From an optimization exercise on the open Yosys and OpenROAD flow, aimed at small area, a short achievable clock period and few clock cycles per item; shortcuts taken in it are not production practice.
The RTL was checked by simulation tests, not by an equivalence proof against the original design.
No activity file was given, so power comes from the tool's default toggle rates.

job 7613:
## lru_page_reference_tracker_unit
module lru_page_reference_tracker_unit #(
  parameter  int KEY_SPACE  = lru_pkg::KEY_SPACE_DEF,
  parameter  int MAX_FRAMES = lru_pkg::MAX_FRAMES_DEF,
  localparam int KW         = $clog2(KEY_SPACE),
  localparam int CW         = $clog2(MAX_FRAMES + 1)
) (
  input  wire logic                      clk,
  input  wire logic                      rst_n,
  input  wire logic                      in_valid,
  output logic                           in_ready,
  input  wire logic [KW-1:0]             in_page_key,
  output logic                           out_valid,
  input  wire logic                      out_ready,
  output logic                           out_hit,
  output logic                           out_evicted,
  output logic [KW-1:0]                  out_evicted_key,
  output logic [CW-1:0]                  out_occupancy,
  input  wire logic                      cfg_valid,
  output logic                           cfg_ready,
  input  wire logic [lru_pkg::CFG_W-1:0] cfg_frames_in_use
);
clock: 5.5 ns
lec_check: 0
cap_margin: 20
core_margin: 2
core_utilization: 40
place_density: 0.6
setup_slack_margin: 2.95
slew_margin: 20
tns_end_percent: 0
standard.sh (not shown) runs the stock make flow with config.mk's settings and CLKGATE_MAP_FILE= SYNTH_SCRIPT=/design/flow/synth_recipe.tcl, a recipe that flattens the netlist after the stock synthesis.
==> flow/flow/run.sh <==
#!/bin/bash
# The standard layout (the standard.sh) with two changes to buffering:
# the port buffers ORFS inserts before global placement use a small plain
# buffer cell, and clock tree synthesis builds its tree from clkbuf_8 cells under
# a clkbuf_8 root, in clusters of up to 22 sinks and without dummy loads.
set -euo pipefail
export BUFFER_PORTS_ARGS="-buffer_cell sky130_fd_sc_hd__buf_1"
export CTS_ARGS="-sink_clustering_enable -repair_clock_nets -dont_use_dummy_load -sink_clustering_size 22 -sink_clustering_max_diameter 80 -buf_list sky130_fd_sc_hd__clkbuf_8 -root_buf sky130_fd_sc_hd__clkbuf_8"
bash standard.sh > standard_flow.log 2>&1
Both conditions hold for job 7613: the flow ran to the end and the final layout passed the timing, DRC and antenna checks.
Testbench counts of job 7613, summed over its fixed seeds: cycles 16,512, items 16,384.
Here is what was changed in the inputs of job 2233 compared with job 7613.
Settings: SETUP_SLACK_MARGIN changed from 2.95 to 3.
### Flow results
Summary of job 2233 over job 7613: clock insertion delay at the later pin of the skew report stayed essentially flat, worst setup slack moved up, routing usage on met2 higher.
Status: power parity (job 7613, job 2233)
Job 7613 → job 2233: sequential portion of the cell area barely changed, post-layout instance count excluding filler cells dropped 2.
Between job 2233 and job 7613, it is job 2233 whose final cell area excluding filler cells is higher, by 18 µm².
Re relative area change from synthesis to final layout: job 2233 is 0.53 points up on job 7613.
Going from job 7613 to job 2233, post-route setup TNS roughly the same; portion of the clock cycle consumed by the worst path in the final layout lower; routed wire length roughly the same.
### job 2233 -> job 2753
==> flow/flow/run.sh <==
#!/bin/bash
# The standard layout (the standard.sh) with two changes to buffering:
# the port buffers ORFS inserts before global placement use a small plain
# buffer cell, and clock tree synthesis builds its tree from clkbuf_16 cells under
# a clkbuf_16 root, in clusters of up to 32 sinks and without dummy loads.
set -euo pipefail
export BUFFER_PORTS_ARGS="-buffer_cell sky130_fd_sc_hd__buf_1"
export CTS_ARGS="-sink_clustering_enable -repair_clock_nets -dont_use_dummy_load -sink_clustering_size 32 -sink_clustering_max_diameter 150 -buf_list sky130_fd_sc_hd__clkbuf_16 -root_buf sky130_fd_sc_hd__clkbuf_16"
bash standard.sh > standard_flow.log 2>&1
### Flow results
Job 2753 was carried through to the last stage, and its layout satisfied the timing, DRC and antenna checks. Job 2753 vs job 2233, net total in the final layout went up by 2. Category of the most critical setup path: in2reg -> job 2233, in2out -> job 2753. Of job 2233 and job 2753, the higher finished layout cell area belongs to job 2753. The final reports for job 2753 and job 2233 show clock network contribution to total cell area higher in the former. Summary: post-route total power, job 2753 worse than job 2233.
Setup changes, job 2753 to job 4126
Settings: a change of CORE_UTILIZATION from 40 to 50; a change of PLACE_DENSITY from 0.6 to 0.7.
==> flow/flow/run.sh <==
#!/bin/bash
# The standard layout (the standard.sh) with two changes to buffering:
# the port buffers ORFS inserts before global placement use a small plain
# buffer cell, and clock tree synthesis builds its tree from clkbuf_8 cells under
# a clkbuf_8 root, in clusters of up to 22 sinks and without dummy loads.
set -euo pipefail
export BUFFER_PORTS_ARGS="-buffer_cell sky130_fd_sc_hd__buf_1"
export CTS_ARGS="-sink_clustering_enable -repair_clock_nets -dont_use_dummy_load -sink_clustering_size 22 -sink_clustering_max_diameter 80 -buf_list sky130_fd_sc_hd__clkbuf_8 -root_buf sky130_fd_sc_hd__clkbuf_8"
bash standard.sh > standard_flow.log 2>&1
[summary]
Between job 4126 and job 2753, it is job 4126 whose overall fraction of global-route tracks in use is higher, by 2.7 points.
Job 4126: logic depth of the worst path, buffers included higher than job 2753
Changes observed in job 4126 relative to job 2753: total power decreased by 160 µW relative to the old numbers, pin count of the biggest net entering global routing did not really move, signal arrival time at the worst endpoint went up by 1.16 ns, wire length of the first global-routing pass went down by about 6%.

the baseline:
Another version of the RTL of lru_page_reference_tracker_unit (not shown whole).
Size: about 310 cells after synthesis, roughly 78 flip-flops.
export LEC_CHECK = 0
export CAP_MARGIN = 20
export CORE_MARGIN = 2
export CORE_UTILIZATION = 40
export PLACE_DENSITY = 0.6
export SETUP_SLACK_MARGIN = 3.7
export SLEW_MARGIN = 20
export TNS_END_PERCENT = 0
create_clock -name core_clock -period 5.5 [get_ports {clk}]
==> flow/flow/run.sh <==
#!/bin/bash
# The standard layout (the standard.sh) with two changes to buffering:
# the port buffers ORFS inserts before global placement use a small plain
# buffer cell, and clock tree synthesis builds its tree from clkbuf_8 cells under
# a clkbuf_8 root, in clusters of up to 22 sinks and without dummy loads.
set -euo pipefail
export BUFFER_PORTS_ARGS="-buffer_cell sky130_fd_sc_hd__buf_1"
export CTS_ARGS="-sink_clustering_enable -repair_clock_nets -dont_use_dummy_load -sink_clustering_size 22 -sink_clustering_max_diameter 80 -buf_list sky130_fd_sc_hd__clkbuf_8 -root_buf sky130_fd_sc_hd__clkbuf_8"
bash standard.sh > standard_flow.log 2>&1
Testbench counts of the baseline, summed over its fixed seeds: cycles 16,576, items 16,384.
[inputs] the candidate vs the baseline
- SETUP_SLACK_MARGIN changed from 3.7 to 3.4
- PLACE_DENSITY changed from 0.6 to 0.7
- CORE_UTILIZATION changed from 40 to 55
==> results.txt <==
- The candidate vs. the baseline: total clock sinks shows no meaningful change; average wire length per cell after detail routing grew by 2.4 µm; hold slack level; highest attainable clock frequency down 2.5%.
- Of the candidate and the baseline, the run reporting the higher number of instances resized during post-cts repair was the baseline.
- On proportion of power drawn by the clock network: the candidate sits below the baseline.
- Going from the baseline to the candidate, time the final worst path needs with I/O delays and setup moved up, clock network area share level, final cell area excluding filler cells increased 95 µm².
- Measured against each other, the candidate and the baseline differ in total number of tap cells, the lower figure coming from the candidate.

-- static timing again, ports no longer ideal --
The flow's constraints put no driver on any port. The routed layouts listed below were extracted and timed again, unchanged, in two steps. Step 1 assumes that a clkbuf_16 drives the clock port and a buf_2 every other input. Step 2 moves the port delays by t, midway between the first and last clock arrival at a register: inputs arrive t later, outputs are due t later. That takes back most of the time a late clock gives input paths. Slacks: ideal ports / drivers / drivers and shift; pairs: ideal ports / drivers.
run	t (ns)	setup slack, ns	worst hold slack (ns)	worst data-port slew with drivers (ns)	cell pins on the clock port's net
job 7613	0.368	2.914 / 2.923 / 2.555	0.505 / 0.505 / 0.505	0.03	1
job 2233	0.367	2.978 / 2.956 / 2.618	0.507 / 0.507 / 0.507	0.03	1
job 2753	0.357	2.980 / 2.956 / 2.672	0.506 / 0.506 / 0.506	0.05	1
job 4126	0.362	2.972 / 2.959 / 2.618	0.511 / 0.511 / 0.511	0.04	1
the baseline	0.379	3.365 / 3.365 / 3.124	0.477 / 0.477 / 0.477	0.03	1
the candidate	0.372	3.311 / 3.311 / 3.102	0.475 / 0.475 / 0.475	0.03	1
After both steps every run listed still meets setup and hold. The setup slack of job 2233, which loses most, moves by -0.022 ns with the drivers and by -0.360 ns with both steps.
